Context: an optimization exercise on an open-source flow, tuned for small area. The choices shown serve that exercise and are no tape-out recipe.
Where RTL was checked, it was by simulation tests only, not by an equivalence proof against the original.
Only the layout flow was run in run 1; the RTL was not checked for function there.

## flow/design.v (module list and top-level ports; edited modules follow where they fit)
// module fixed_point_alu: 476 lines
// module fixed_point_alu_srt_sel: 11 lines
// module fixed_point_alu_srt_step: 43 lines
// module fixed_point_alu_mul: 1003 lines
// module fixed_point_alu_add64: 436 lines
module fixed_point_alu (
   input  logic        clock,
   input  logic        reset,
   input  logic        req_tvalid,
   output logic        req_tready,
   input  logic [71:0] req_tdata,
   output logic        rsp_tvalid,
   input  logic        rsp_tready,
   output logic [39:0] rsp_tdata
);
  // ...
==> flow/run.sh <==
#!/bin/bash
# synth_recipe.tcl (not shown) runs the flow's synth.tcl, then flattens the netlist and writes it again
# the make line also repeats each setting of config.mk as NAME=value (left out here)
make -C /OpenROAD-flow-scripts/flow DESIGN_CONFIG=/design/flow/config.mk WORK_HOME=/design/flow/orfs CLKGATE_MAP_FILE= SYNTH_SCRIPT=/design/flow/synth_recipe.tcl finish
==> flow/config.mk <==
export PLATFORM = sky130hd
export DESIGN_NAME = fixed_point_alu
export DESIGN_NICKNAME = fixed_point_alu
export VERILOG_FILES = /design/flow/design.v
export SDC_FILE = /design/flow/constraint.sdc
export NUM_CORES = 4
export LEC_CHECK = 0
export CAP_MARGIN = 5
export CORE_MARGIN = 2
export CORE_UTILIZATION = 40
export CTS_BUF_LIST = sky130_fd_sc_hd__clkbuf_4 sky130_fd_sc_hd__clkbuf_8
export PLACE_DENSITY = 0.6
export SLEW_MARGIN = 5
==> flow/constraint.sdc <==
create_clock -name core_clock -period 12.0 [get_ports {clock}]
set_input_delay 2.4000 -clock core_clock [delete_from_list [all_inputs] [get_ports {clock}]]
set_output_delay 2.4000 -clock core_clock [all_outputs]
set_load 0.01 [all_outputs]
==> impl_metrics.csv, run 1 <==
group,metric,value,unit
global_route,grt_use_total,25.1,%
placement,place_congestion,0.982,
floorplanning,rows,196,
final_layout,largest_reg_flops,34,
timing,worst_pin_slew,1360,ps
global_route,antenna_found_initial,7,
worst_hold_path,hold_start,"dv5",
floorplanning,ioPinCount,118,
worst_setup_path,cpMostUsedCell,"a21o_1",
yosys,yosysUniqueCellTypes,104,
final_layout,final_common_cell,"fa_1",
yosys,ys_seq_area_share,24.8,%
worst_setup_path,arrival,9690,ps
timing,max_slew_margin,8.70,%
yosys,synth_xor_xnor_area_share,8.30,%
floorplanning,die-height,541,um
worst_setup_path,cp-end-kind,"output port",
timing,rsz0062_at_grt,"true",
yosys,synth.area.mux_share,4.94,%
final_layout,n_all_inverters,1401,
worst_setup_path,cp-startpoint,"s6[2]",
status,violations,"setup timing",
final_layout,layout_common_cells,"1596 x fa_1, 1383 x inv_1, 948 x edfxtp_1, 760 x nor2_1, 714 x nand2_1",
clock_network,numCtsBuffers,176,
yosys,syn_area,115000,um2
worst_setup_path,critPathMaxStageDelay,510,ps
worst_setup_path,cp.depth,48,
timing,postLayoutSetupSlackWorst,-89.0,ps
floorplanning,die_w,541,um
status,status,"failed layout checks",
timing,setup_viol,23,
==> run 2, diff against run 1 <==
--- a/flow/design.v
+++ b/flow/design.v
@@ -24,23 +24,23 @@
          a0   <= req_tdata[35:4];
          b0   <= req_tdata[67:36];
       end
    end
    logic        is_inc, is_dec, is_sub, use_sub;
    logic [31:0] op2;
    logic [32:0] sum;
    logic        lt, eq, add_ovf;
+   fixed_point_alu_add33 u_addsub (.a({a0[31], a0}), .b({op2[31], op2} ^ {33{use_sub}}), .ci(use_sub), .s(sum));
    always_comb begin
       is_inc  = cmd0 == 4'd12;
       is_dec  = cmd0 == 4'd13;
       is_sub  = cmd0 == 4'd1;
       use_sub = ~(cmd0 == 4'd0 || is_inc);
       op2     = (is_inc || is_dec) ? 32'd1 : b0;
-      sum     = {a0[31], a0} + ({op2[31], op2} ^ {33{use_sub}}) + {32'd0, use_sub};
       lt      = sum[32];
       eq      = a0 == b0;
       add_ovf = sum[32] ^ sum[31];
    end
    logic        msg;
    logic [63:0] prod;
    logic        mul_ovf;
    assign msg = a0[31] ^ b0[31];
@@ -57,39 +57,34 @@
       as_   = {31'd0, ma};
       if (bn[31:16] == 16'd0) begin bn = bn << 16; as_ = as_ << 16; end
       if (bn[31:24] == 8'd0)  begin bn = bn << 8;  as_ = as_ << 8;  end
       if (bn[31:28] == 4'd0)  begin bn = bn << 4;  as_ = as_ << 4;  end
       if (bn[31:30] == 2'd0)  begin bn = bn << 2;  as_ = as_ << 2;  end
       if (bn[31] == 1'b0)     begin bn = bn << 1;  as_ = as_ << 1;  end
    end
    logic [31:0] res1;
-   logic        cmp1, isdiv1, f1;
+   logic        cmp1, sgn1, isdiv1, f1;
    logic [1:0]  st1;
    always_comb begin
       res1   = 32'd0;
+      sgn1   = 1'b0;
       cmp1   = 1'b0;
       st1    = 2'd0;
       isdiv1 = 1'b0;
       case (cmd0)
          4'd0, 4'd1, 4'd12, 4'd13: begin
-            if (add_ovf) begin
-               st1  = 2'd1;
-               res1 = a0[31] ? 32'h80000000 : 32'h7fffffff;
-            end else begin
-               res1 = sum[31:0];
-            end
+            st1  = {1'b0, add_ovf};
+            res1 = sum[31:0];
+            sgn1 = a0[31];
          end
          4'd2: begin
-            if (mul_ovf) begin
-               st1  = 2'd1;
-               res1 = prod[63] ? 32'h80000000 : 32'h7fffffff;
-            end else begin
-               res1 = prod[39:8];
-            end
+            st1  = {1'b0, mul_ovf};
+            res1 = prod[39:8];
+            sgn1 = prod[63];
          end
          4'd3: begin
             if (b0 == 32'd0) begin
                st1  = 2'd2;
                res1 = (a0 == 32'd0) ? 32'd0 : (a0[31] ? 32'h80000000 : 32'h7fffffff);
             end else begin
                isdiv1 = 1'b1;
             end
@@ -98,265 +93,259 @@
          4'd5:  cmp1 = lt;
          4'd6:  cmp1 = ~lt;
          4'd7:  cmp1 = lt | eq;
          4'd8:  cmp1 = eq;
          4'd9:  cmp1 = ~eq;
          4'd10: res1 = lt ? a0 : b0;
          4'd11: res1 = lt ? b0 : a0;
          4'd14: begin
-            if (~(&a0[31:23] | ~|a0[31:23])) begin
-               st1  = 2'd1;
-               res1 = a0[31] ? 32'h80000000 : 32'h7fffffff;
-            end else begin
-               res1 = {a0[23:0], 8'd0};
-            end
+            st1  = {1'b0, ~(&a0[31:23] | ~|a0[31:23])};
+            res1 = {a0[23:0], 8'd0};
+            sgn1 = a0[31];
          end
          default: res1 = {{8{a0[31]}}, a0[31:8]};
       endcase
       if (isdiv1) begin
          f1  = msg;
          st1 = {1'b0, ovf32};
+      end else if (st1 == 2'd1) begin
+         f1  = sgn1;
       end else begin
          f1  = cmp1;
       end
    end
-   logic [69:0] w1_r [3];
-   logic [2:0] qp_1, qn_1;
-   logic [1:0] qq1 [4];
+   logic [69:0] w1_r [2];
+   logic [1:0] qp_1, qn_1;
+   logic [1:0] qq1 [3];
    fixed_point_alu_srt_sel u_sel1 (.s(as_[57:24]), .c(34'd0), .qp(qq1[0][1]), .qn(qq1[0][0]));
    fixed_point_alu_srt_step u_row1_0 (.s(as_[57:24]), .c(34'd0), .x(as_[23]), .d(bn),
       .qp(qq1[0][1]), .qn(qq1[0][0]), .so(w1_r[0][67:34]), .co(w1_r[0][33:0]),
       .qpn(qq1[1][1]), .qnn(qq1[1][0]));
-   assign qp_1[2] = qq1[0][1];
-   assign qn_1[2] = qq1[0][0];
+   assign qp_1[1] = qq1[0][1];
+   assign qn_1[1] = qq1[0][0];
    fixed_point_alu_srt_step u_row1_1 (.s(w1_r[0][67:34]), .c(w1_r[0][33:0]), .x(as_[22]), .d(bn),
       .qp(qq1[1][1]), .qn(qq1[1][0]), .so(w1_r[1][67:34]), .co(w1_r[1][33:0]),
       .qpn(qq1[2][1]), .qnn(qq1[2][0]));
-   assign qp_1[1] = qq1[1][1];
-   assign qn_1[1] = qq1[1][0];
-   fixed_point_alu_srt_step u_row1_2 (.s(w1_r[1][67:34]), .c(w1_r[1][33:0]), .x(as_[21]), .d(bn),
-      .qp(qq1[2][1]), .qn(qq1[2][0]), .so(w1_r[2][67:34]), .co(w1_r[2][33:0]),
-      .qpn(qq1[3][1]), .qnn(qq1[3][0]));
-   assign qp_1[0] = qq1[2][1];
-   assign qn_1[0] = qq1[2][0];
+   assign qp_1[0] = qq1[1][1];
+   assign qn_1[0] = qq1[1][0];
    logic        v1, dv1, fl1;
    logic [1:0]  sr1;
    logic [31:0] d1;
    logic [33:0] s1, c1;
    logic [1:0]  qx1;
-   logic [20:0] t1;
-   logic [2:0] qp1, qn1;
+   logic [21:0] t1;
+   logic [1:0] qp1, qn1;
    always_ff @(posedge clock) begin
       if (reset)    v1 <= 1'b0;
       else if (adv) v1 <= v0;
       if (adv) begin
          dv1 <= isdiv1;
          fl1 <= f1;
          sr1 <= st1;
          d1  <= isdiv1 ? bn : res1;
          qp1 <= qp_1;
          qn1 <= qn_1;
-         qx1 <= qq1[3];
-         s1  <= w1_r[2][67:34];
-         c1  <= w1_r[2][33:0];
-         t1  <= as_[20:0];
+         qx1 <= qq1[2];
+         s1  <= w1_r[1][67:34];
+         c1  <= w1_r[1][33:0];
+         t1  <= as_[21:0];
       end
    end
    logic [69:0] w2_r [6];
    logic [5:0] qp_2, qn_2;
    logic [1:0] qq2 [7];
    assign qq2[0] = qx1;
-   fixed_point_alu_srt_step u_row2_0 (.s(s1), .c(c1), .x(t1[20]), .d(d1),
+   fixed_point_alu_srt_step u_row2_0 (.s(s1), .c(c1), .x(t1[21]), .d(d1),
       .qp(qq2[0][1]), .qn(qq2[0][0]), .so(w2_r[0][67:34]), .co(w2_r[0][33:0]),
       .qpn(qq2[1][1]), .qnn(qq2[1][0]));
    assign qp_2[5] = qq2[0][1];
    assign qn_2[5] = qq2[0][0];
-   fixed_point_alu_srt_step u_row2_1 (.s(w2_r[0][67:34]), .c(w2_r[0][33:0]), .x(t1[19]), .d(d1),
+   fixed_point_alu_srt_step u_row2_1 (.s(w2_r[0][67:34]), .c(w2_r[0][33:0]), .x(t1[20]), .d(d1),
       .qp(qq2[1][1]), .qn(qq2[1][0]), .so(w2_r[1][67:34]), .co(w2_r[1][33:0]),
       .qpn(qq2[2][1]), .qnn(qq2[2][0]));
    assign qp_2[4] = qq2[1][1];
    assign qn_2[4] = qq2[1][0];
-   fixed_point_alu_srt_step u_row2_2 (.s(w2_r[1][67:34]), .c(w2_r[1][33:0]), .x(t1[18]), .d(d1),
+   fixed_point_alu_srt_step u_row2_2 (.s(w2_r[1][67:34]), .c(w2_r[1][33:0]), .x(t1[19]), .d(d1),
       .qp(qq2[2][1]), .qn(qq2[2][0]), .so(w2_r[2][67:34]), .co(w2_r[2][33:0]),
       .qpn(qq2[3][1]), .qnn(qq2[3][0]));
    assign qp_2[3] = qq2[2][1];
    assign qn_2[3] = qq2[2][0];
-   fixed_point_alu_srt_step u_row2_3 (.s(w2_r[2][67:34]), .c(w2_r[2][33:0]), .x(t1[17]), .d(d1),
+   fixed_point_alu_srt_step u_row2_3 (.s(w2_r[2][67:34]), .c(w2_r[2][33:0]), .x(t1[18]), .d(d1),
       .qp(qq2[3][1]), .qn(qq2[3][0]), .so(w2_r[3][67:34]), .co(w2_r[3][33:0]),
       .qpn(qq2[4][1]), .qnn(qq2[4][0]));
    assign qp_2[2] = qq2[3][1];
    assign qn_2[2] = qq2[3][0];
-   fixed_point_alu_srt_step u_row2_4 (.s(w2_r[3][67:34]), .c(w2_r[3][33:0]), .x(t1[16]), .d(d1),
+   fixed_point_alu_srt_step u_row2_4 (.s(w2_r[3][67:34]), .c(w2_r[3][33:0]), .x(t1[17]), .d(d1),
       .qp(qq2[4][1]), .qn(qq2[4][0]), .so(w2_r[4][67:34]), .co(w2_r[4][33:0]),
       .qpn(qq2[5][1]), .qnn(qq2[5][0]));
    assign qp_2[1] = qq2[4][1];
    assign qn_2[1] = qq2[4][0];
-   fixed_point_alu_srt_step u_row2_5 (.s(w2_r[4][67:34]), .c(w2_r[4][33:0]), .x(t1[15]), .d(d1),
+   fixed_point_alu_srt_step u_row2_5 (.s(w2_r[4][67:34]), .c(w2_r[4][33:0]), .x(t1[16]), .d(d1),
       .qp(qq2[5][1]), .qn(qq2[5][0]), .so(w2_r[5][67:34]), .co(w2_r[5][33:0]),
       .qpn(qq2[6][1]), .qnn(qq2[6][0]));
    assign qp_2[0] = qq2[5][1];
    assign qn_2[0] = qq2[5][0];
    logic        v2, dv2, fl2;
    logic [1:0]  sr2;
    logic [31:0] d2;
    logic [33:0] s2, c2;
    logic [1:0]  qx2;
-   logic [14:0] t2;
-   logic [8:0] qp2, qn2;
+   logic [15:0] t2;
+   logic [7:0] qp2, qn2;
    always_ff @(posedge clock) begin
       if (reset)    v2 <= 1'b0;
       else if (adv) v2 <= v1;
       if (adv) begin
          dv2 <= dv1;
          fl2 <= fl1;
          sr2 <= sr1;
          d2  <= d1;
          qp2 <= {qp1, qp_2};
          qn2 <= {qn1, qn_2};
          qx2 <= qq2[6];
          s2  <= w2_r[5][67:34];
          c2  <= w2_r[5][33:0];
-         t2  <= t1[14:0];
+         t2  <= t1[15:0];
       end
    end
    logic [69:0] w3_r [6];
    logic [5:0] qp_3, qn_3;
    logic [1:0] qq3 [7];
    assign qq3[0] = qx2;
-   fixed_point_alu_srt_step u_row3_0 (.s(s2), .c(c2), .x(t2[14]), .d(d2),
+   fixed_point_alu_srt_step u_row3_0 (.s(s2), .c(c2), .x(t2[15]), .d(d2),
       .qp(qq3[0][1]), .qn(qq3[0][0]), .so(w3_r[0][67:34]), .co(w3_r[0][33:0]),
       .qpn(qq3[1][1]), .qnn(qq3[1][0]));
    assign qp_3[5] = qq3[0][1];
    assign qn_3[5] = qq3[0][0];
-   fixed_point_alu_srt_step u_row3_1 (.s(w3_r[0][67:34]), .c(w3_r[0][33:0]), .x(t2[13]), .d(d2),
+   fixed_point_alu_srt_step u_row3_1 (.s(w3_r[0][67:34]), .c(w3_r[0][33:0]), .x(t2[14]), .d(d2),
       .qp(qq3[1][1]), .qn(qq3[1][0]), .so(w3_r[1][67:34]), .co(w3_r[1][33:0]),
       .qpn(qq3[2][1]), .qnn(qq3[2][0]));
    assign qp_3[4] = qq3[1][1];
    assign qn_3[4] = qq3[1][0];
-   fixed_point_alu_srt_step u_row3_2 (.s(w3_r[1][67:34]), .c(w3_r[1][33:0]), .x(t2[12]), .d(d2),
+   fixed_point_alu_srt_step u_row3_2 (.s(w3_r[1][67:34]), .c(w3_r[1][33:0]), .x(t2[13]), .d(d2),
       .qp(qq3[2][1]), .qn(qq3[2][0]), .so(w3_r[2][67:34]), .co(w3_r[2][33:0]),
       .qpn(qq3[3][1]), .qnn(qq3[3][0]));
    assign qp_3[3] = qq3[2][1];
    assign qn_3[3] = qq3[2][0];
-   fixed_point_alu_srt_step u_row3_3 (.s(w3_r[2][67:34]), .c(w3_r[2][33:0]), .x(t2[11]), .d(d2),
+   fixed_point_alu_srt_step u_row3_3 (.s(w3_r[2][67:34]), .c(w3_r[2][33:0]), .x(t2[12]), .d(d2),
       .qp(qq3[3][1]), .qn(qq3[3][0]), .so(w3_r[3][67:34]), .co(w3_r[3][33:0]),
       .qpn(qq3[4][1]), .qnn(qq3[4][0]));
    assign qp_3[2] = qq3[3][1];
    assign qn_3[2] = qq3[3][0];
-   fixed_point_alu_srt_step u_row3_4 (.s(w3_r[3][67:34]), .c(w3_r[3][33:0]), .x(t2[10]), .d(d2),
+   fixed_point_alu_srt_step u_row3_4 (.s(w3_r[3][67:34]), .c(w3_r[3][33:0]), .x(t2[11]), .d(d2),
       .qp(qq3[4][1]), .qn(qq3[4][0]), .so(w3_r[4][67:34]), .co(w3_r[4][33:0]),
       .qpn(qq3[5][1]), .qnn(qq3[5][0]));
    assign qp_3[1] = qq3[4][1];
    assign qn_3[1] = qq3[4][0];
-   fixed_point_alu_srt_step u_row3_5 (.s(w3_r[4][67:34]), .c(w3_r[4][33:0]), .x(t2[9]), .d(d2),
+   fixed_point_alu_srt_step u_row3_5 (.s(w3_r[4][67:34]), .c(w3_r[4][33:0]), .x(t2[10]), .d(d2),
       .qp(qq3[5][1]), .qn(qq3[5][0]), .so(w3_r[5][67:34]), .co(w3_r[5][33:0]),
       .qpn(qq3[6][1]), .qnn(qq3[6][0]));
    assign qp_3[0] = qq3[5][1];
    assign qn_3[0] = qq3[5][0];
    logic        v3, dv3, fl3;
    logic [1:0]  sr3;
    logic [31:0] d3;
    logic [33:0] s3, c3;
    logic [1:0]  qx3;
-   logic [8:0] t3;
-   logic [14:0] qp3, qn3;
+   logic [9:0] t3;
+   logic [13:0] qp3, qn3;
    always_ff @(posedge clock) begin
       if (reset)    v3 <= 1'b0;
       else if (adv) v3 <= v2;
       if (adv) begin
          dv3 <= dv2;
          fl3 <= fl2;
          sr3 <= sr2;
          d3  <= d2;
          qp3 <= {qp2, qp_3};
          qn3 <= {qn2, qn_3};
          qx3 <= qq3[6];
          s3  <= w3_r[5][67:34];
          c3  <= w3_r[5][33:0];
-         t3  <= t2[8:0];
+         t3  <= t2[9:0];
       end
    end
    logic [69:0] w4_r [6];
    logic [5:0] qp_4, qn_4;
    logic [1:0] qq4 [7];
    assign qq4[0] = qx3;
-   fixed_point_alu_srt_step u_row4_0 (.s(s3), .c(c3), .x(t3[8]), .d(d3),
+   fixed_point_alu_srt_step u_row4_0 (.s(s3), .c(c3), .x(t3[9]), .d(d3),
       .qp(qq4[0][1]), .qn(qq4[0][0]), .so(w4_r[0][67:34]), .co(w4_r[0][33:0]),
       .qpn(qq4[1][1]), .qnn(qq4[1][0]));
    assign qp_4[5] = qq4[0][1];
    assign qn_4[5] = qq4[0][0];
-   fixed_point_alu_srt_step u_row4_1 (.s(w4_r[0][67:34]), .c(w4_r[0][33:0]), .x(t3[7]), .d(d3),
+   fixed_point_alu_srt_step u_row4_1 (.s(w4_r[0][67:34]), .c(w4_r[0][33:0]), .x(t3[8]), .d(d3),
       .qp(qq4[1][1]), .qn(qq4[1][0]), .so(w4_r[1][67:34]), .co(w4_r[1][33:0]),
       .qpn(qq4[2][1]), .qnn(qq4[2][0]));
    assign qp_4[4] = qq4[1][1];
    assign qn_4[4] = qq4[1][0];
-   fixed_point_alu_srt_step u_row4_2 (.s(w4_r[1][67:34]), .c(w4_r[1][33:0]), .x(t3[6]), .d(d3),
+   fixed_point_alu_srt_step u_row4_2 (.s(w4_r[1][67:34]), .c(w4_r[1][33:0]), .x(t3[7]), .d(d3),
       .qp(qq4[2][1]), .qn(qq4[2][0]), .so(w4_r[2][67:34]), .co(w4_r[2][33:0]),
       .qpn(qq4[3][1]), .qnn(qq4[3][0]));
    assign qp_4[3] = qq4[2][1];
    assign qn_4[3] = qq4[2][0];
-   fixed_point_alu_srt_step u_row4_3 (.s(w4_r[2][67:34]), .c(w4_r[2][33:0]), .x(t3[5]), .d(d3),
+   fixed_point_alu_srt_step u_row4_3 (.s(w4_r[2][67:34]), .c(w4_r[2][33:0]), .x(t3[6]), .d(d3),
       .qp(qq4[3][1]), .qn(qq4[3][0]), .so(w4_r[3][67:34]), .co(w4_r[3][33:0]),
       .qpn(qq4[4][1]), .qnn(qq4[4][0]));
    assign qp_4[2] = qq4[3][1];
    assign qn_4[2] = qq4[3][0];
-   fixed_point_alu_srt_step u_row4_4 (.s(w4_r[3][67:34]), .c(w4_r[3][33:0]), .x(t3[4]), .d(d3),
+   fixed_point_alu_srt_step u_row4_4 (.s(w4_r[3][67:34]), .c(w4_r[3][33:0]), .x(t3[5]), .d(d3),
       .qp(qq4[4][1]), .qn(qq4[4][0]), .so(w4_r[4][67:34]), .co(w4_r[4][33:0]),
       .qpn(qq4[5][1]), .qnn(qq4[5][0]));
    assign qp_4[1] = qq4[4][1];
    assign qn_4[1] = qq4[4][0];
-   fixed_point_alu_srt_step u_row4_5 (.s(w4_r[4][67:34]), .c(w4_r[4][33:0]), .x(t3[3]), .d(d3),
+   fixed_point_alu_srt_step u_row4_5 (.s(w4_r[4][67:34]), .c(w4_r[4][33:0]), .x(t3[4]), .d(d3),
       .qp(qq4[5][1]), .qn(qq4[5][0]), .so(w4_r[5][67:34]), .co(w4_r[5][33:0]),
       .qpn(qq4[6][1]), .qnn(qq4[6][0]));
    assign qp_4[0] = qq4[5][1];
    assign qn_4[0] = qq4[5][0];
    logic        v4, dv4, fl4;
    logic [1:0]  sr4;
    logic [31:0] d4;
    logic [33:0] s4, c4;
    logic [1:0]  qx4;
-   logic [2:0] t4;
-   logic [20:0] qp4, qn4;
+   logic [3:0] t4;
+   logic [19:0] qp4, qn4;
    always_ff @(posedge clock) begin
       if (reset)    v4 <= 1'b0;
       else if (adv) v4 <= v3;
       if (adv) begin
          dv4 <= dv3;
          fl4 <= fl3;
          sr4 <= sr3;
          d4  <= d3;
          qp4 <= {qp3, qp_4};
          qn4 <= {qn3, qn_4};
          qx4 <= qq4[6];
          s4  <= w4_r[5][67:34];
          c4  <= w4_r[5][33:0];
-         t4  <= t3[2:0];
+         t4  <= t3[3:0];
       end
    end
    logic [69:0] w5_r [6];
    logic [5:0] qp_5, qn_5;
    logic [1:0] qq5 [7];
    assign qq5[0] = qx4;
-   fixed_point_alu_srt_step u_row5_0 (.s(s4), .c(c4), .x(t4[2]), .d(d4),
+   fixed_point_alu_srt_step u_row5_0 (.s(s4), .c(c4), .x(t4[3]), .d(d4),
       .qp(qq5[0][1]), .qn(qq5[0][0]), .so(w5_r[0][67:34]), .co(w5_r[0][33:0]),
       .qpn(qq5[1][1]), .qnn(qq5[1][0]));
    assign qp_5[5] = qq5[0][1];
    assign qn_5[5] = qq5[0][0];
-   fixed_point_alu_srt_step u_row5_1 (.s(w5_r[0][67:34]), .c(w5_r[0][33:0]), .x(t4[1]), .d(d4),
+   fixed_point_alu_srt_step u_row5_1 (.s(w5_r[0][67:34]), .c(w5_r[0][33:0]), .x(t4[2]), .d(d4),
       .qp(qq5[1][1]), .qn(qq5[1][0]), .so(w5_r[1][67:34]), .co(w5_r[1][33:0]),
       .qpn(qq5[2][1]), .qnn(qq5[2][0]));
    assign qp_5[4] = qq5[1][1];
    assign qn_5[4] = qq5[1][0];
-   fixed_point_alu_srt_step u_row5_2 (.s(w5_r[1][67:34]), .c(w5_r[1][33:0]), .x(t4[0]), .d(d4),
+   fixed_point_alu_srt_step u_row5_2 (.s(w5_r[1][67:34]), .c(w5_r[1][33:0]), .x(t4[1]), .d(d4),
       .qp(qq5[2][1]), .qn(qq5[2][0]), .so(w5_r[2][67:34]), .co(w5_r[2][33:0]),
       .qpn(qq5[3][1]), .qnn(qq5[3][0]));
    assign qp_5[3] = qq5[2][1];
    assign qn_5[3] = qq5[2][0];
-   fixed_point_alu_srt_step u_row5_3 (.s(w5_r[2][67:34]), .c(w5_r[2][33:0]), .x(1'b0), .d(d4),
+   fixed_point_alu_srt_step u_row5_3 (.s(w5_r[2][67:34]), .c(w5_r[2][33:0]), .x(t4[0]), .d(d4),
       .qp(qq5[3][1]), .qn(qq5[3][0]), .so(w5_r[3][67:34]), .co(w5_r[3][33:0]),
       .qpn(qq5[4][1]), .qnn(qq5[4][0]));
    assign qp_5[2] = qq5[3][1];
    assign qn_5[2] = qq5[3][0];
    fixed_point_alu_srt_step u_row5_4 (.s(w5_r[3][67:34]), .c(w5_r[3][33:0]), .x(1'b0), .d(d4),
       .qp(qq5[4][1]), .qn(qq5[4][0]), .so(w5_r[4][67:34]), .co(w5_r[4][33:0]),
       .qpn(qq5[5][1]), .qnn(qq5[5][0]));
    assign qp_5[1] = qq5[4][1];
@@ -366,114 +355,119 @@
       .qpn(qq5[6][1]), .qnn(qq5[6][0]));
    assign qp_5[0] = qq5[5][1];
    assign qn_5[0] = qq5[5][0];
    logic        v5, dv5, fl5;
    logic [1:0]  sr5;
    logic [31:0] d5;
    logic [33:0] s5, c5;
    logic [1:0]  qx5;
-   logic [26:0] qp5, qn5;
+   logic [25:0] qp5, qn5;
    always_ff @(posedge clock) begin
       if (reset)    v5 <= 1'b0;
       else if (adv) v5 <= v4;
       if (adv) begin
          dv5 <= dv4;
          fl5 <= fl4;
          sr5 <= sr4;
          d5  <= d4;
          qp5 <= {qp4, qp_5};
          qn5 <= {qn4, qn_5};
          qx5 <= qq5[6];
          s5  <= w5_r[5][67:34];
          c5  <= w5_r[5][33:0];
       end
    end
-   logic [69:0] w6_r [6];
-   logic [5:0] qp_6, qn_6;
-   logic [1:0] qq6 [7];
+   logic [69:0] w6_r [7];
+   logic [6:0] qp_6, qn_6;
+   logic [1:0] qq6 [8];
    assign qq6[0] = qx5;
    fixed_point_alu_srt_step u_row6_0 (.s(s5), .c(c5), .x(1'b0), .d(d5),
       .qp(qq6[0][1]), .qn(qq6[0][0]), .so(w6_r[0][67:34]), .co(w6_r[0][33:0]),
       .qpn(qq6[1][1]), .qnn(qq6[1][0]));
-   assign qp_6[5] = qq6[0][1];
-   assign qn_6[5] = qq6[0][0];
+   assign qp_6[6] = qq6[0][1];
+   assign qn_6[6] = qq6[0][0];
    fixed_point_alu_srt_step u_row6_1 (.s(w6_r[0][67:34]), .c(w6_r[0][33:0]), .x(1'b0), .d(d5),
       .qp(qq6[1][1]), .qn(qq6[1][0]), .so(w6_r[1][67:34]), .co(w6_r[1][33:0]),
       .qpn(qq6[2][1]), .qnn(qq6[2][0]));
-   assign qp_6[4] = qq6[1][1];
-   assign qn_6[4] = qq6[1][0];
+   assign qp_6[5] = qq6[1][1];
+   assign qn_6[5] = qq6[1][0];
    fixed_point_alu_srt_step u_row6_2 (.s(w6_r[1][67:34]), .c(w6_r[1][33:0]), .x(1'b0), .d(d5),
       .qp(qq6[2][1]), .qn(qq6[2][0]), .so(w6_r[2][67:34]), .co(w6_r[2][33:0]),
       .qpn(qq6[3][1]), .qnn(qq6[3][0]));
-   assign qp_6[3] = qq6[2][1];
-   assign qn_6[3] = qq6[2][0];
+   assign qp_6[4] = qq6[2][1];
+   assign qn_6[4] = qq6[2][0];
    fixed_point_alu_srt_step u_row6_3 (.s(w6_r[2][67:34]), .c(w6_r[2][33:0]), .x(1'b0), .d(d5),
       .qp(qq6[3][1]), .qn(qq6[3][0]), .so(w6_r[3][67:34]), .co(w6_r[3][33:0]),
       .qpn(qq6[4][1]), .qnn(qq6[4][0]));
-   assign qp_6[2] = qq6[3][1];
-   assign qn_6[2] = qq6[3][0];
+   assign qp_6[3] = qq6[3][1];
+   assign qn_6[3] = qq6[3][0];
    fixed_point_alu_srt_step u_row6_4 (.s(w6_r[3][67:34]), .c(w6_r[3][33:0]), .x(1'b0), .d(d5),
       .qp(qq6[4][1]), .qn(qq6[4][0]), .so(w6_r[4][67:34]), .co(w6_r[4][33:0]),
       .qpn(qq6[5][1]), .qnn(qq6[5][0]));
-   assign qp_6[1] = qq6[4][1];
-   assign qn_6[1] = qq6[4][0];
+   assign qp_6[2] = qq6[4][1];
+   assign qn_6[2] = qq6[4][0];
    fixed_point_alu_srt_step u_row6_5 (.s(w6_r[4][67:34]), .c(w6_r[4][33:0]), .x(1'b0), .d(d5),
       .qp(qq6[5][1]), .qn(qq6[5][0]), .so(w6_r[5][67:34]), .co(w6_r[5][33:0]),
       .qpn(qq6[6][1]), .qnn(qq6[6][0]));
-   assign qp_6[0] = qq6[5][1];
-   assign qn_6[0] = qq6[5][0];
+   assign qp_6[1] = qq6[5][1];
+   assign qn_6[1] = qq6[5][0];
+   fixed_point_alu_srt_step u_row6_6 (.s(w6_r[5][67:34]), .c(w6_r[5][33:0]), .x(1'b0), .d(d5),
+      .qp(qq6[6][1]), .qn(qq6[6][0]), .so(w6_r[6][67:34]), .co(w6_r[6][33:0]),
+      .qpn(qq6[7][1]), .qnn(qq6[7][0]));
+   assign qp_6[0] = qq6[6][1];
+   assign qn_6[0] = qq6[6][0];
    logic        v6, dv6, fl6;
    logic [1:0]  sr6;
    logic [31:0] d6;
    logic [33:0] s6, c6;
    logic [32:0] qp6, qn6;
    always_ff @(posedge clock) begin
       if (reset)    v6 <= 1'b0;
       else if (adv) v6 <= v5;
       if (adv) begin
          dv6 <= dv5;
          fl6 <= fl5;
          sr6 <= sr5;
          d6  <= d5;
          qp6 <= {qp5, qp_6};
          qn6 <= {qn5, qn_6};
-         s6  <= w6_r[5][67:34];
-         c6  <= w6_r[5][33:0];
+         s6  <= w6_r[6][67:34];
+         c6  <= w6_r[6][33:0];
       end
    end
    logic [32:0] dx, dy;
    logic [1:0]  dk;
    logic [34:0] dsum;
    logic [33:0] dr;
    logic        dovf;
    logic [31:0] res_o;
    logic [1:0]  st_o;
    logic        cmp_o;
    logic [33:0] pfin;
    logic        ng6;
-   assign pfin  = s6 + c6;
+   fixed_point_alu_add34 u_pfin (.a(s6), .b(c6), .ci(1'b0), .s(pfin));
    assign ng6 = pfin[33];
    always_comb begin
       dx    = fl6 ? qn6 : qp6;
       dy    = fl6 ? qp6 : qn6;
       dk    = {~(ng6 ^ fl6), ng6 ^ fl6};
       dsum  = {2'b00, dx} + ~{2'b00, dy} + {33'd0, dk};
       dr    = dsum[34:1];
       if (fl6) dovf = ~((dr[33:31] == 3'b111) | (dr[33:31] == 3'b000));
       else       dovf = dr[33:31] != 3'b000;
       dovf  = dovf | sr6[0];
       if (dv6) begin
          cmp_o = 1'b0;
          st_o  = {1'b0, dovf};
          res_o = dovf ? (fl6 ? 32'h80000000 : 32'h7fffffff) : dr[31:0];
       end else begin
-         cmp_o = fl6;
+         cmp_o = fl6 & (sr6 != 2'd1);
          st_o  = sr6;
-         res_o = d6;
+         res_o = (sr6 == 2'd1) ? {fl6, {31{~fl6}}} : d6;
       end
    end
    assign rsp_valid = v6;
    assign rsp_tdata = {5'd0, st_o, cmp_o, res_o};
 endmodule
 module fixed_point_alu_srt_sel (
    input  logic [33:0] s,
    input  logic [33:0] c,
@@ -1962,8 +1956,453 @@
    assign s[57] = p[57] ^ gg117;
    assign s[58] = p[58] ^ gg88;
    assign s[59] = p[59] ^ gg118;
    assign s[60] = p[60] ^ gg74;
    assign s[61] = p[61] ^ gg119;
    assign s[62] = p[62] ^ gg89;
    assign s[63] = p[63] ^ gg120;
 endmodule
+module fixed_point_alu_add33 (
+   input  logic [32:0] a,
+   input  logic [32:0] b,
+   input  logic        ci,
+   output logic [32:0] s
+);
+   logic [32:0] p, g;
+   assign p = a ^ b;
+   assign g = a & b;
+   logic g0c;
+   assign g0c = g[0] | (p[0] & ci);
+   logic gg1, pp1;
+   assign gg1 = g[1] | (p[1] & g0c);
+   assign pp1 = p[1] & p[0];
+   logic gg2, pp2;
+   assign gg2 = g[3] | (p[3] & g[2]);
+   assign pp2 = p[3] & p[2];
+   logic gg3, pp3;
+   assign gg3 = g[5] | (p[5] & g[4]);
+   assign pp3 = p[5] & p[4];
+   logic gg4, pp4;
+   assign gg4 = g[7] | (p[7] & g[6]);
+   assign pp4 = p[7] & p[6];
+   logic gg5, pp5;
+   assign gg5 = g[9] | (p[9] & g[8]);
+   assign pp5 = p[9] & p[8];
+   logic gg6, pp6;
+   assign gg6 = g[11] | (p[11] & g[10]);
+   assign pp6 = p[11] & p[10];
+   logic gg7, pp7;
+   assign gg7 = g[13] | (p[13] & g[12]);
+   assign pp7 = p[13] & p[12];
+   logic gg8, pp8;
+   assign gg8 = g[15] | (p[15] & g[14]);
+   assign pp8 = p[15] & p[14];
+   logic gg9, pp9;
+   assign gg9 = g[17] | (p[17] & g[16]);
+   assign pp9 = p[17] & p[16];
+   logic gg10, pp10;
+   assign gg10 = g[19] | (p[19] & g[18]);
+   assign pp10 = p[19] & p[18];
+   logic gg11, pp11;
+   assign gg11 = g[21] | (p[21] & g[20]);
+   assign pp11 = p[21] & p[20];
+   logic gg12, pp12;
+   assign gg12 = g[23] | (p[23] & g[22]);
+   assign pp12 = p[23] & p[22];
+   logic gg13, pp13;
+   assign gg13 = g[25] | (p[25] & g[24]);
+   assign pp13 = p[25] & p[24];
+   logic gg14, pp14;
+   assign gg14 = g[27] | (p[27] & g[26]);
+   assign pp14 = p[27] & p[26];
+   logic gg15, pp15;
+   assign gg15 = g[29] | (p[29] & g[28]);
+   assign pp15 = p[29] & p[28];
+   logic gg16, pp16;
+   assign gg16 = g[31] | (p[31] & g[30]);
+   assign pp16 = p[31] & p[30];
+   logic gg17, pp17;
+   assign gg17 = gg2 | (pp2 & gg1);
+   assign pp17 = pp2 & pp1;
+   logic gg18, pp18;
+   assign gg18 = gg4 | (pp4 & gg3);
+   assign pp18 = pp4 & pp3;
+   logic gg19, pp19;
+   assign gg19 = gg6 | (pp6 & gg5);
+   assign pp19 = pp6 & pp5;
+   logic gg20, pp20;
+   assign gg20 = gg8 | (pp8 & gg7);
+   assign pp20 = pp8 & pp7;
+   logic gg21, pp21;
+   assign gg21 = gg10 | (pp10 & gg9);
+   assign pp21 = pp10 & pp9;
+   logic gg22, pp22;
+   assign gg22 = gg12 | (pp12 & gg11);
+   assign pp22 = pp12 & pp11;
+   logic gg23, pp23;
+   assign gg23 = gg14 | (pp14 & gg13);
+   assign pp23 = pp14 & pp13;
+   logic gg24, pp24;
+   assign gg24 = gg16 | (pp16 & gg15);
+   assign pp24 = pp16 & pp15;
+   logic gg25, pp25;
+   assign gg25 = gg18 | (pp18 & gg17);
+   assign pp25 = pp18 & pp17;
+   logic gg26, pp26;
+   assign gg26 = gg20 | (pp20 & gg19);
+   assign pp26 = pp20 & pp19;
+   logic gg27, pp27;
+   assign gg27 = gg22 | (pp22 & gg21);
+   assign pp27 = pp22 & pp21;
+   logic gg28, pp28;
+   assign gg28 = gg24 | (pp24 & gg23);
+   assign pp28 = pp24 & pp23;
+   logic gg29, pp29;
+   assign gg29 = gg26 | (pp26 & gg25);
+   assign pp29 = pp26 & pp25;
+   logic gg30, pp30;
+   assign gg30 = gg28 | (pp28 & gg27);
+   assign pp30 = pp28 & pp27;
+   logic gg31, pp31;
+   assign gg31 = gg30 | (pp30 & gg29);
+   assign pp31 = pp30 & pp29;
+   logic gg32, pp32;
+   assign gg32 = gg27 | (pp27 & gg29);
+   assign pp32 = pp27 & pp29;
+   logic gg33, pp33;
+   assign gg33 = gg19 | (pp19 & gg25);
+   assign pp33 = pp19 & pp25;
+   logic gg34, pp34;
+   assign gg34 = gg21 | (pp21 & gg29);
+   assign pp34 = pp21 & pp29;
+   logic gg35, pp35;
+   assign gg35 = gg23 | (pp23 & gg32);
+   assign pp35 = pp23 & pp32;
+   logic gg36, pp36;
+   assign gg36 = gg3 | (pp3 & gg17);
+   assign pp36 = pp3 & pp17;
+   logic gg37, pp37;
+   assign gg37 = gg5 | (pp5 & gg25);
+   assign pp37 = pp5 & pp25;
+   logic gg38, pp38;
+   assign gg38 = gg7 | (pp7 & gg33);
+   assign pp38 = pp7 & pp33;
+   logic gg39, pp39;
+   assign gg39 = gg9 | (pp9 & gg29);
+   assign pp39 = pp9 & pp29;
+   logic gg40, pp40;
+   assign gg40 = gg11 | (pp11 & gg34);
+   assign pp40 = pp11 & pp34;
+   logic gg41, pp41;
+   assign gg41 = gg13 | (pp13 & gg32);
+   assign pp41 = pp13 & pp32;
+   logic gg42, pp42;
+   assign gg42 = gg15 | (pp15 & gg35);
+   assign pp42 = pp15 & pp35;
+   logic gg43, pp43;
+   assign gg43 = g[2] | (p[2] & gg1);
+   assign pp43 = p[2] & pp1;
+   logic gg44, pp44;
+   assign gg44 = g[4] | (p[4] & gg17);
+   assign pp44 = p[4] & pp17;
+   logic gg45, pp45;
+   assign gg45 = g[6] | (p[6] & gg36);
+   assign pp45 = p[6] & pp36;
+   logic gg46, pp46;
+   assign gg46 = g[8] | (p[8] & gg25);
+   assign pp46 = p[8] & pp25;
+   logic gg47, pp47;
+   assign gg47 = g[10] | (p[10] & gg37);
+   assign pp47 = p[10] & pp37;
+   logic gg48, pp48;
+   assign gg48 = g[12] | (p[12] & gg33);
+   assign pp48 = p[12] & pp33;
+   logic gg49, pp49;
+   assign gg49 = g[14] | (p[14] & gg38);
+   assign pp49 = p[14] & pp38;
+   logic gg50, pp50;
+   assign gg50 = g[16] | (p[16] & gg29);
+   assign pp50 = p[16] & pp29;
+   logic gg51, pp51;
+   assign gg51 = g[18] | (p[18] & gg39);
+   assign pp51 = p[18] & pp39;
+   logic gg52, pp52;
+   assign gg52 = g[20] | (p[20] & gg34);
+   assign pp52 = p[20] & pp34;
+   logic gg53, pp53;
+   assign gg53 = g[22] | (p[22] & gg40);
+   assign pp53 = p[22] & pp40;
+   logic gg54, pp54;
+   assign gg54 = g[24] | (p[24] & gg32);
+   assign pp54 = p[24] & pp32;
+   logic gg55, pp55;
+   assign gg55 = g[26] | (p[26] & gg41);
+   assign pp55 = p[26] & pp41;
+   logic gg56, pp56;
+   assign gg56 = g[28] | (p[28] & gg35);
+   assign pp56 = p[28] & pp35;
+   logic gg57, pp57;
+   assign gg57 = g[30] | (p[30] & gg42);
+   assign pp57 = p[30] & pp42;
+   logic gg58, pp58;
+   assign gg58 = g[32] | (p[32] & gg31);
+   assign pp58 = p[32] & pp31;
+   assign s[0] = p[0] ^ ci;
+   assign s[1] = p[1] ^ g0c;
+   assign s[2] = p[2] ^ gg1;
+   assign s[3] = p[3] ^ gg43;
+   assign s[4] = p[4] ^ gg17;
+   assign s[5] = p[5] ^ gg44;
+   assign s[6] = p[6] ^ gg36;
+   assign s[7] = p[7] ^ gg45;
+   assign s[8] = p[8] ^ gg25;
+   assign s[9] = p[9] ^ gg46;
+   assign s[10] = p[10] ^ gg37;
+   assign s[11] = p[11] ^ gg47;
+   assign s[12] = p[12] ^ gg33;
+   assign s[13] = p[13] ^ gg48;
+   assign s[14] = p[14] ^ gg38;
+   assign s[15] = p[15] ^ gg49;
+   assign s[16] = p[16] ^ gg29;
+   assign s[17] = p[17] ^ gg50;
+   assign s[18] = p[18] ^ gg39;
+   assign s[19] = p[19] ^ gg51;
+   assign s[20] = p[20] ^ gg34;
+   assign s[21] = p[21] ^ gg52;
+   assign s[22] = p[22] ^ gg40;
+   assign s[23] = p[23] ^ gg53;
+   assign s[24] = p[24] ^ gg32;
+   assign s[25] = p[25] ^ gg54;
+   assign s[26] = p[26] ^ gg41;
+   assign s[27] = p[27] ^ gg55;
+   assign s[28] = p[28] ^ gg35;
+   assign s[29] = p[29] ^ gg56;
+   assign s[30] = p[30] ^ gg42;
+   assign s[31] = p[31] ^ gg57;
+   assign s[32] = p[32] ^ gg31;
+endmodule
+module fixed_point_alu_add34 (
+   input  logic [33:0] a,
+   input  logic [33:0] b,
+   input  logic        ci,
+   output logic [33:0] s
+);
+   logic [33:0] p, g;
+   assign p = a ^ b;
+   assign g = a & b;
+   logic g0c;
+   assign g0c = g[0] | (p[0] & ci);
+   logic gg1, pp1;
+   assign gg1 = g[1] | (p[1] & g0c);
+   assign pp1 = p[1] & p[0];
+   logic gg2, pp2;
+   assign gg2 = g[3] | (p[3] & g[2]);
+   assign pp2 = p[3] & p[2];
+   logic gg3, pp3;
+   assign gg3 = g[5] | (p[5] & g[4]);
+   assign pp3 = p[5] & p[4];
+   logic gg4, pp4;
+   assign gg4 = g[7] | (p[7] & g[6]);
+   assign pp4 = p[7] & p[6];
+   logic gg5, pp5;
+   assign gg5 = g[9] | (p[9] & g[8]);
+   assign pp5 = p[9] & p[8];
+   logic gg6, pp6;
+   assign gg6 = g[11] | (p[11] & g[10]);
+   assign pp6 = p[11] & p[10];
+   logic gg7, pp7;
+   assign gg7 = g[13] | (p[13] & g[12]);
+   assign pp7 = p[13] & p[12];
+   logic gg8, pp8;
+   assign gg8 = g[15] | (p[15] & g[14]);
+   assign pp8 = p[15] & p[14];
+   logic gg9, pp9;
+   assign gg9 = g[17] | (p[17] & g[16]);
+   assign pp9 = p[17] & p[16];
+   logic gg10, pp10;
+   assign gg10 = g[19] | (p[19] & g[18]);
+   assign pp10 = p[19] & p[18];
+   logic gg11, pp11;
+   assign gg11 = g[21] | (p[21] & g[20]);
+   assign pp11 = p[21] & p[20];
+   logic gg12, pp12;
+   assign gg12 = g[23] | (p[23] & g[22]);
+   assign pp12 = p[23] & p[22];
+   logic gg13, pp13;
+   assign gg13 = g[25] | (p[25] & g[24]);
+   assign pp13 = p[25] & p[24];
+   logic gg14, pp14;
+   assign gg14 = g[27] | (p[27] & g[26]);
+   assign pp14 = p[27] & p[26];
+   logic gg15, pp15;
+   assign gg15 = g[29] | (p[29] & g[28]);
+   assign pp15 = p[29] & p[28];
+   logic gg16, pp16;
+   assign gg16 = g[31] | (p[31] & g[30]);
+   assign pp16 = p[31] & p[30];
+   logic gg17, pp17;
+   assign gg17 = g[33] | (p[33] & g[32]);
+   assign pp17 = p[33] & p[32];
+   logic gg18, pp18;
+   assign gg18 = gg2 | (pp2 & gg1);
+   assign pp18 = pp2 & pp1;
+   logic gg19, pp19;
+   assign gg19 = gg4 | (pp4 & gg3);
+   assign pp19 = pp4 & pp3;
+   logic gg20, pp20;
+   assign gg20 = gg6 | (pp6 & gg5);
+   assign pp20 = pp6 & pp5;
+   logic gg21, pp21;
+   assign gg21 = gg8 | (pp8 & gg7);
+   assign pp21 = pp8 & pp7;
+   logic gg22, pp22;
+   assign gg22 = gg10 | (pp10 & gg9);
+   assign pp22 = pp10 & pp9;
+   logic gg23, pp23;
+   assign gg23 = gg12 | (pp12 & gg11);
+   assign pp23 = pp12 & pp11;
+   logic gg24, pp24;
+   assign gg24 = gg14 | (pp14 & gg13);
+   assign pp24 = pp14 & pp13;
+   logic gg25, pp25;
+   assign gg25 = gg16 | (pp16 & gg15);
+   assign pp25 = pp16 & pp15;
+   logic gg26, pp26;
+   assign gg26 = gg19 | (pp19 & gg18);
+   assign pp26 = pp19 & pp18;
+   logic gg27, pp27;
+   assign gg27 = gg21 | (pp21 & gg20);
+   assign pp27 = pp21 & pp20;
+   logic gg28, pp28;
+   assign gg28 = gg23 | (pp23 & gg22);
+   assign pp28 = pp23 & pp22;
+   logic gg29, pp29;
+   assign gg29 = gg25 | (pp25 & gg24);
+   assign pp29 = pp25 & pp24;
+   logic gg30, pp30;
+   assign gg30 = gg27 | (pp27 & gg26);
+   assign pp30 = pp27 & pp26;
+   logic gg31, pp31;
+   assign gg31 = gg29 | (pp29 & gg28);
+   assign pp31 = pp29 & pp28;
+   logic gg32, pp32;
+   assign gg32 = gg31 | (pp31 & gg30);
+   assign pp32 = pp31 & pp30;
+   logic gg33, pp33;
+   assign gg33 = gg28 | (pp28 & gg30);
+   assign pp33 = pp28 & pp30;
+   logic gg34, pp34;
+   assign gg34 = gg20 | (pp20 & gg26);
+   assign pp34 = pp20 & pp26;
+   logic gg35, pp35;
+   assign gg35 = gg22 | (pp22 & gg30);
+   assign pp35 = pp22 & pp30;
+   logic gg36, pp36;
+   assign gg36 = gg24 | (pp24 & gg33);
+   assign pp36 = pp24 & pp33;
+   logic gg37, pp37;
+   assign gg37 = gg3 | (pp3 & gg18);
+   assign pp37 = pp3 & pp18;
+   logic gg38, pp38;
+   assign gg38 = gg5 | (pp5 & gg26);
+   assign pp38 = pp5 & pp26;
+   logic gg39, pp39;
+   assign gg39 = gg7 | (pp7 & gg34);
+   assign pp39 = pp7 & pp34;
+   logic gg40, pp40;
+   assign gg40 = gg9 | (pp9 & gg30);
+   assign pp40 = pp9 & pp30;
+   logic gg41, pp41;
+   assign gg41 = gg11 | (pp11 & gg35);
+   assign pp41 = pp11 & pp35;
+   logic gg42, pp42;
+   assign gg42 = gg13 | (pp13 & gg33);
+   assign pp42 = pp13 & pp33;
+   logic gg43, pp43;
+   assign gg43 = gg15 | (pp15 & gg36);
+   assign pp43 = pp15 & pp36;
+   logic gg44, pp44;
+   assign gg44 = gg17 | (pp17 & gg32);
+   assign pp44 = pp17 & pp32;
+   logic gg45, pp45;
+   assign gg45 = g[2] | (p[2] & gg1);
+   assign pp45 = p[2] & pp1;
+   logic gg46, pp46;
+   assign gg46 = g[4] | (p[4] & gg18);
+   assign pp46 = p[4] & pp18;
+   logic gg47, pp47;
+   assign gg47 = g[6] | (p[6] & gg37);
+   assign pp47 = p[6] & pp37;
+   logic gg48, pp48;
+   assign gg48 = g[8] | (p[8] & gg26);
+   assign pp48 = p[8] & pp26;
+   logic gg49, pp49;
+   assign gg49 = g[10] | (p[10] & gg38);
+   assign pp49 = p[10] & pp38;
+   logic gg50, pp50;
+   assign gg50 = g[12] | (p[12] & gg34);
+   assign pp50 = p[12] & pp34;
+   logic gg51, pp51;
+   assign gg51 = g[14] | (p[14] & gg39);
+   assign pp51 = p[14] & pp39;
+   logic gg52, pp52;
+   assign gg52 = g[16] | (p[16] & gg30);
+   assign pp52 = p[16] & pp30;
+   logic gg53, pp53;
+   assign gg53 = g[18] | (p[18] & gg40);
+   assign pp53 = p[18] & pp40;
+   logic gg54, pp54;
+   assign gg54 = g[20] | (p[20] & gg35);
+   assign pp54 = p[20] & pp35;
+   logic gg55, pp55;
+   assign gg55 = g[22] | (p[22] & gg41);
+   assign pp55 = p[22] & pp41;
+   logic gg56, pp56;
+   assign gg56 = g[24] | (p[24] & gg33);
+   assign pp56 = p[24] & pp33;
+   logic gg57, pp57;
+   assign gg57 = g[26] | (p[26] & gg42);
+   assign pp57 = p[26] & pp42;
+   logic gg58, pp58;
+   assign gg58 = g[28] | (p[28] & gg36);
+   assign pp58 = p[28] & pp36;
+   logic gg59, pp59;
+   assign gg59 = g[30] | (p[30] & gg43);
+   assign pp59 = p[30] & pp43;
+   logic gg60, pp60;
+   assign gg60 = g[32] | (p[32] & gg32);
+   assign pp60 = p[32] & pp32;
+   assign s[0] = p[0] ^ ci;
+   assign s[1] = p[1] ^ g0c;
+   assign s[2] = p[2] ^ gg1;
+   assign s[3] = p[3] ^ gg45;
+   assign s[4] = p[4] ^ gg18;
+   assign s[5] = p[5] ^ gg46;
+   assign s[6] = p[6] ^ gg37;
+   assign s[7] = p[7] ^ gg47;
+   assign s[8] = p[8] ^ gg26;
+   assign s[9] = p[9] ^ gg48;
+   assign s[10] = p[10] ^ gg38;
+   assign s[11] = p[11] ^ gg49;
+   assign s[12] = p[12] ^ gg34;
+   assign s[13] = p[13] ^ gg50;
+   assign s[14] = p[14] ^ gg39;
+   assign s[15] = p[15] ^ gg51;
+   assign s[16] = p[16] ^ gg30;
+   assign s[17] = p[17] ^ gg52;
+   assign s[18] = p[18] ^ gg40;
+   assign s[19] = p[19] ^ gg53;
+   assign s[20] = p[20] ^ gg35;
+   assign s[21] = p[21] ^ gg54;
+   assign s[22] = p[22] ^ gg41;
+   assign s[23] = p[23] ^ gg55;
+   assign s[24] = p[24] ^ gg33;
+   assign s[25] = p[25] ^ gg56;
+   assign s[26] = p[26] ^ gg42;
+   assign s[27] = p[27] ^ gg57;
+   assign s[28] = p[28] ^ gg36;
+   assign s[29] = p[29] ^ gg58;
+   assign s[30] = p[30] ^ gg43;
+   assign s[31] = p[31] ^ gg59;
+   assign s[32] = p[32] ^ gg32;
+   assign s[33] = p[33] ^ gg60;
+endmodule
==> impl_metrics.csv, run 2 <==
group,metric,value,unit
status,status,"complete, no violations",
placement,io_buffers,108,
placement,placed_area,121000,um2
global_route,grt_use_total,23.9,%
clock_network,worstSkewPairLatency,960,ps
worst_setup_path,critPathTopFamily,"compound AO/OA/AOI/OAI gates",
yosys,synth.area.top_cells,"fa_1 28%, edfxtp_1 25%, ha_1 6.2%, xor2_1 5.1%, inv_1 4.1%",
global_route,antenna_found_initial,13,
clock_network,clock-sinks,949,
global_route,grt_pass1_wl,539,mm
floorplanning,die_area,291000,um2
final_layout,final_common_cell,"fa_1",
timing,setup_viol,0,
yosys,postSynthAreaPerCell,10.1,um2
global_route,grt_overflow_total,0,
worst_setup_path,arrival,9130,ps
routing,drc,0,
timing,hold_viol,0,
yosys,synthArstFlopShare,0,%
timing,skew,62.9,ps
floorplanning,die_w,539,um
clock_network,clk_pin_slew,60,ps
yosys,netlist.area_leader.share,28.2,%
yosys,ys_warn_count,20,
worst_setup_path,cp-start-kind,"register",
worst_setup_path,critPathMaxFanout,12,
routing,drtIter0Drc,6566,
worst_setup_path,crit_slowest_cell,"fa_2",
timing,final.period_utilization,96.1,%
floorplanning,core,285000,um2
worst_setup_path,critPathMaxStageDelay,590,ps
run,drv_cap,0,
routing,wl,348,mm
yosys,synth_cells,11300,
timing,max_slew_margin,7.78,%
final_layout,fin_area,125000,um2
routing,via_per_inst,5.57,
yosys,synth_ff_type,"edfxtp_1",
timing,worst_pin_slew,1380,ps
worst_setup_path,cp-end-kind,"output port",
final_layout,nets,13400,
yosys,ys_seq_area_share,24.8,%
clock_network,max-clock-path-buffers,4,
worst_setup_path,critical_path_class,"register to output port",
final_layout,final.fill_count,26900,
clock_network,cts-root-buf,"clkbuf_8",
global_route,grt_start_max_net_pins,134,
placement,place_congestion,0.992,
clock_network,cts_tree,"built",
final_layout,largest_reg_flops,34,
yosys,syn_area,115000,um2
yosys,synth-edff-count,942,
final_layout,layout_common_cells,"1610 x fa_1, 1257 x inv_1, 942 x edfxtp_1, 807 x nor2_1, 752 x nand2_1",
routing,dr.pass1.iters,6,
floorplanning,rows,196,
yosys,ys_seq_elements,949,
final_layout,regArea,28400,um2
global_route,grt_pass1_vias,89200,
worst_setup_path,required,9600,ps
yosys,yosysUniqueCellTypes,111,
final_layout,multi_input_comb_area,79000,um2
timing,drv_slew,0,
timing,setup_tns,0,ps
yosys,synth_top_cell_by_area,"fa_1",
clock_network,cts-htree-levels,4,
routing,drt-wirelength-per-cell,23.1,um
routing,ant_nets,0,
clock_network,ctsHoldBuffers,0,
final_layout,area_growth,8.82,%
worst_hold_path,hold_path_class,"register to register",
final_layout,layout-drive-gt1-share,9.77,%
timing,period_minus_slack,11530,ps
routing,vias,83700,
floorplanning,die-height,539,um
yosys,synthTopCellsByCount,"1612 x fa_1, 1260 x inv_1, 942 x edfxtp_1, 824 x nor2_1",
clock_network,numCtsBuffers,175,
final_layout,top_register,"s6",
yosys,yosysMostFrequentCell,"fa_1",
timing,fmax,0.0867,GHz
floorplanning,start_util,40.2,%
worst_setup_path,path_buf_inv,9,
floorplanning,ioPinCount,118,
worst_setup_path,cpMostUsedCell,"a21o_1",
placement,hpwl,271,mm
run 2: cell families after synthesis:
logic type | share of synthesized area [%]
adders and majority gates | 34.5
buffers and inverters | 7.02
DFF | 24.8
xor gates and xnor gates | 8.34
AOI/OAI and AO/OA | 13.1
and+or+nand+nor | 7.97
muxes | 4.36
other | 0.00327
run 2: timing repair:
item                       4_1_cts  5_1_grt
setup buffers                   20       18
gates cloned                     1        0
setup endpoints to repair       33      115
pin swaps                       16       34
gates resized for setup         69       87
run 2: worst paths after layout:
path,from,endpoint,slack (ps),cells after the start
worst max-delay path,c6[2],rsp_tdata[24],470,45
worst min-delay path,qn4[19],qn5[25],390,0
worst max register to register,b0[3],fl1,600,41
worst min register to register,qn4[19],qn5[25],390,0
run 2: stage by stage:
stage	setup slack, ps	cells	hold WS [ps]	utilization (%)
finish	472	15000	392	43.8
floorplan	-5350	11300	400	-
CTS	5.72	15000	395	43.7
detailed placement	111	14700	405	42.4
global placement	74.1	14700	402	42.4
global route	-31.4	15000	408	43.8
run 2: worst reg2reg max path: cells and delay by family, from the launching register on:
family	cells	cell delay [ps]
fa+ha+maj	9	4160
compound gates	15	3190
simple gates	9	1720
buf+inv	7	1190
flops	1	670
xor+xnor	1	220
run 2: metal layers:
layer | track usage (%) | vias up | part of all wire, %
li1 | - | 37800 | -
met3 | 4.16 | 829 | 6.6
met2 | 40.5 | 3058 | 48
met5 | 0 | - | 0.019
met4 | 11.3 | 8 | 5.3
met1 | 29.5 | 42100 | 40
run 2: layout make-up:
type	instances	share of cell area [%]
tap	3762	3.77
antenna	5	0.0100
clock inverter	86	0.534
clock buffer	212	2.17
multi-input combinational	8224	63.4
inverter	1276	3.85
timing repair buffer	518	3.51
sequential	949	22.8
==> run 3, diff against run 2 <==
==> flow/config.mk (replaced) <==
export PLATFORM = sky130hd
export DESIGN_NAME = fixed_point_alu
export DESIGN_NICKNAME = fixed_point_alu
export VERILOG_FILES = /design/flow/design.v
export SDC_FILE = /design/flow/constraint.sdc
export NUM_CORES = 4
export LEC_CHECK = 0
export CAP_MARGIN = 20
export CORE_MARGIN = 2
export CORE_UTILIZATION = 40
export PLACE_DENSITY = 0.6
export SLEW_MARGIN = 20
==> impl_metrics.csv, run 3 <==
group,metric,value,unit
worst_setup_path,critPathTopFamily,"compound AO/OA/AOI/OAI gates",
final_layout,fin_area,125000,um2
yosys,ys_seq_area_share,24.8,%
global_route,grt_start_max_net_pins,134,
yosys,synth_ff_type,"edfxtp_1",
final_layout,final_common_cell,"fa_1",
global_route,grt_pass1_wl,537,mm
clock_network,clk_pin_slew,60,ps
worst_hold_path,hold_depth,0,
global_route,antenna_found_initial,4,
clock_network,max-clock-path-buffers,4,
timing,drv_slew,0,
yosys,synthTopCellsByCount,"1612 x fa_1, 1260 x inv_1, 942 x edfxtp_1, 824 x nor2_1",
worst_setup_path,critical_path_class,"register to output port",
timing,fmax,0.0862,GHz
global_route,grt_pass1_vias,88200,
floorplanning,die_w,539,um
status,status,"complete, no violations",
routing,via_per_inst,5.56,
final_layout,largest_reg_flops,34,
worst_setup_path,r2r_cells,42,
placement,placed_area,121000,um2
timing,worst_pin_slew,1230,ps
final_layout,area_growth,8.99,%
final_layout,layout-drive-gt1-share,8.88,%
worst_setup_path,reg2reg_from,"b0[3]",
floorplanning,die-height,539,um
final_layout,nets,13300,
worst_setup_path,arrival,9200,ps
yosys,yosysUniqueCellTypes,111,
floorplanning,core,285000,um2
timing,skew,105,ps
run,drv_cap,0,
worst_setup_path,crit_slowest_cell,"fa_2",
floorplanning,rows,196,
worst_setup_path,cpMostUsedCell,"a21o_1",
yosys,ys_seq_elements,949,
yosys,synthArstFlopShare,0,%
worst_setup_path,critPathMaxFanout,6,
clock_network,cts_tree,"built",
yosys,synth-edff-count,942,
clock_network,ctsHoldBuffers,0,
yosys,netlist.area_leader.share,28.2,%
placement,hpwl,271,mm
yosys,yosysMostFrequentCell,"fa_1",
final_layout,finish.utilization,43.8,%
yosys,synth_cells,11300,
clock_network,cts-root-buf,"clkbuf_16",
routing,drc,0,
routing,wl,346,mm
worst_setup_path,cp-start-kind,"register",
worst_setup_path,cp-startpoint,"c6[2]",
placement,dp.cells,14700,
global_route,grt_use_total,23.8,%
final_layout,final_cells,14900,
yosys,syn_area,115000,um2
worst_setup_path,cp.depth,45,
routing,drt-wirelength-per-cell,23.2,um
final_layout,top_register,"s6",
clock_network,cts-htree-levels,3,
worst_setup_path,path_buf_inv,9,
worst_setup_path,required,9600,ps
yosys,synth.area.top_cells,"fa_1 28%, edfxtp_1 25%, ha_1 6.2%, xor2_1 5.1%, inv_1 4.1%",
worst_setup_path,cp-end-kind,"output port",
yosys,ys_warn_count,20,
routing,ant_nets,0,
clock_network,numCtsBuffers,113,
timing,setup_viol,0,
worst_hold_path,hold_start,"qp3[4]",
yosys,postSynthAreaPerCell,10.1,um2
clock_network,worstSkewPairLatency,880,ps
timing,max_slew_margin,17.2,%
yosys,synth_top_cell_by_area,"fa_1",
floorplanning,ioPinCount,118,
final_layout,layout_common_cells,"1610 x fa_1, 1259 x inv_1, 942 x edfxtp_1, 807 x nor2_1, 751 x nand2_1",
worst_setup_path,critPathMaxStageDelay,570,ps
timing,whs,346,ps
routing,vias,83000,
routing,dr.pass1.iters,6,
placement,io_buffers,108,
timing,period_minus_slack,11600,ps
clock_network,clock-sinks,949,
floorplanning,die_area,291000,um2
worst_hold_path,hold_path_class,"register to register",
global_route,grt_overflow_total,0,
routing,drtIter0Drc,6745,
timing,final.period_utilization,96.6,%
placement,place_congestion,0.992,
floorplanning,start_util,40.2,%
timing,hold_viol,0,
-- run 3: final cells by class --
class	instances	area, um2
clock inverter	73	664
tap	3762	4710
multi-input combinational	8224	79000
fill	26800	160000
inverter	1276	4800
antenna	4	10.0
timing repair buffer	508	4350
clock buffer	129	2930
sequential	949	28400
-- run 3: timing repair --
action                     CTS  global route
resized for setup           52           106
gates cloned                 0             3
pin swaps                   10            39
setup buffers                7            16
setup endpoints to repair   33           138
-- run 3: worst paths after layout --
path | slack, ps | to
setup / recovery | 400 | rsp_tdata[17]
hold / removal | 350 | qp4[10]
setup reg to reg | 700 | fl1
hold reg to reg | 350 | qp4[10]
-- run 3: logic make-up (layout without fill, tap and decap cells) --
group / Yosys count / count (layout) / synth area share (%)
AOI/OAI and AO/OA: 2392 / 2392 / 13.1
muxes: 472 / 472 / 4.36
other: 1 / 9 / 0.00327
adders and majority gates: 2190 / 2190 / 34.5
DFF: 949 / 949 / 24.8
and+or+nand+nor: 2091 / 2091 / 7.97
buffers and inverters: 2126 / 1986 / 7.02
xor gates and xnor gates: 1074 / 1074 / 8.34
-- run 3: routing by layer --
metal  track usage (%)  wire length [um]
met1              29.9            141000
met2              40.3            166000
met5             0.263                76
met4              10.8             18400
met3              3.58             21100
-- run 3: worst register-to-register path: cells and delay by family, from the launching register on --
family	cells	cell delay, ps
compound gates	18	4280
fa+ha+maj	8	3570
buf+inv	7	1220
simple gates	7	850
flops	1	680
xor+xnor	2	490
-- run 3: metrics by stage --
stage / setup WS [ps] / TNS (ps)
CTS: -166 / -180
detailed placement: 54.5 / 0
floorplan: -5350 / -5067250
global placement: 74.1 / 0
global route: -85.1 / -1860
finish: 402 / 0

-- afterwards: timing with drivers on the ports --
How much do the figures lean on ideal ports? The routed layouts below were timed once more, with nothing changed but the port constraints.
Step 1 assumes that a clkbuf_16 drives the clock port and a buf_2 every other input.
Step 2 moves the port delays by t, midway between the first and last clock arrival at a register: inputs arrive t later, outputs are due t later. That takes back most of the time a late clock gives input paths.
Slacks: ideal / step 1 / step 2; pairs: ideal / step 1.
run	t (ns)	setup WS [ns]	worst setup path after step 2	slew at the worst register clock pin (ns)	cell pins on the clock port's net
run 1	1.030	-0.089 / -0.183 / 0.617	register to register	0.07 / 0.07	1
run 2	1.012	0.472 / 0.390 / 0.599	register to register	0.08 / 0.08	1
run 3	0.904	0.402 / 0.321 / 0.696	register to register	0.08 / 0.08	1
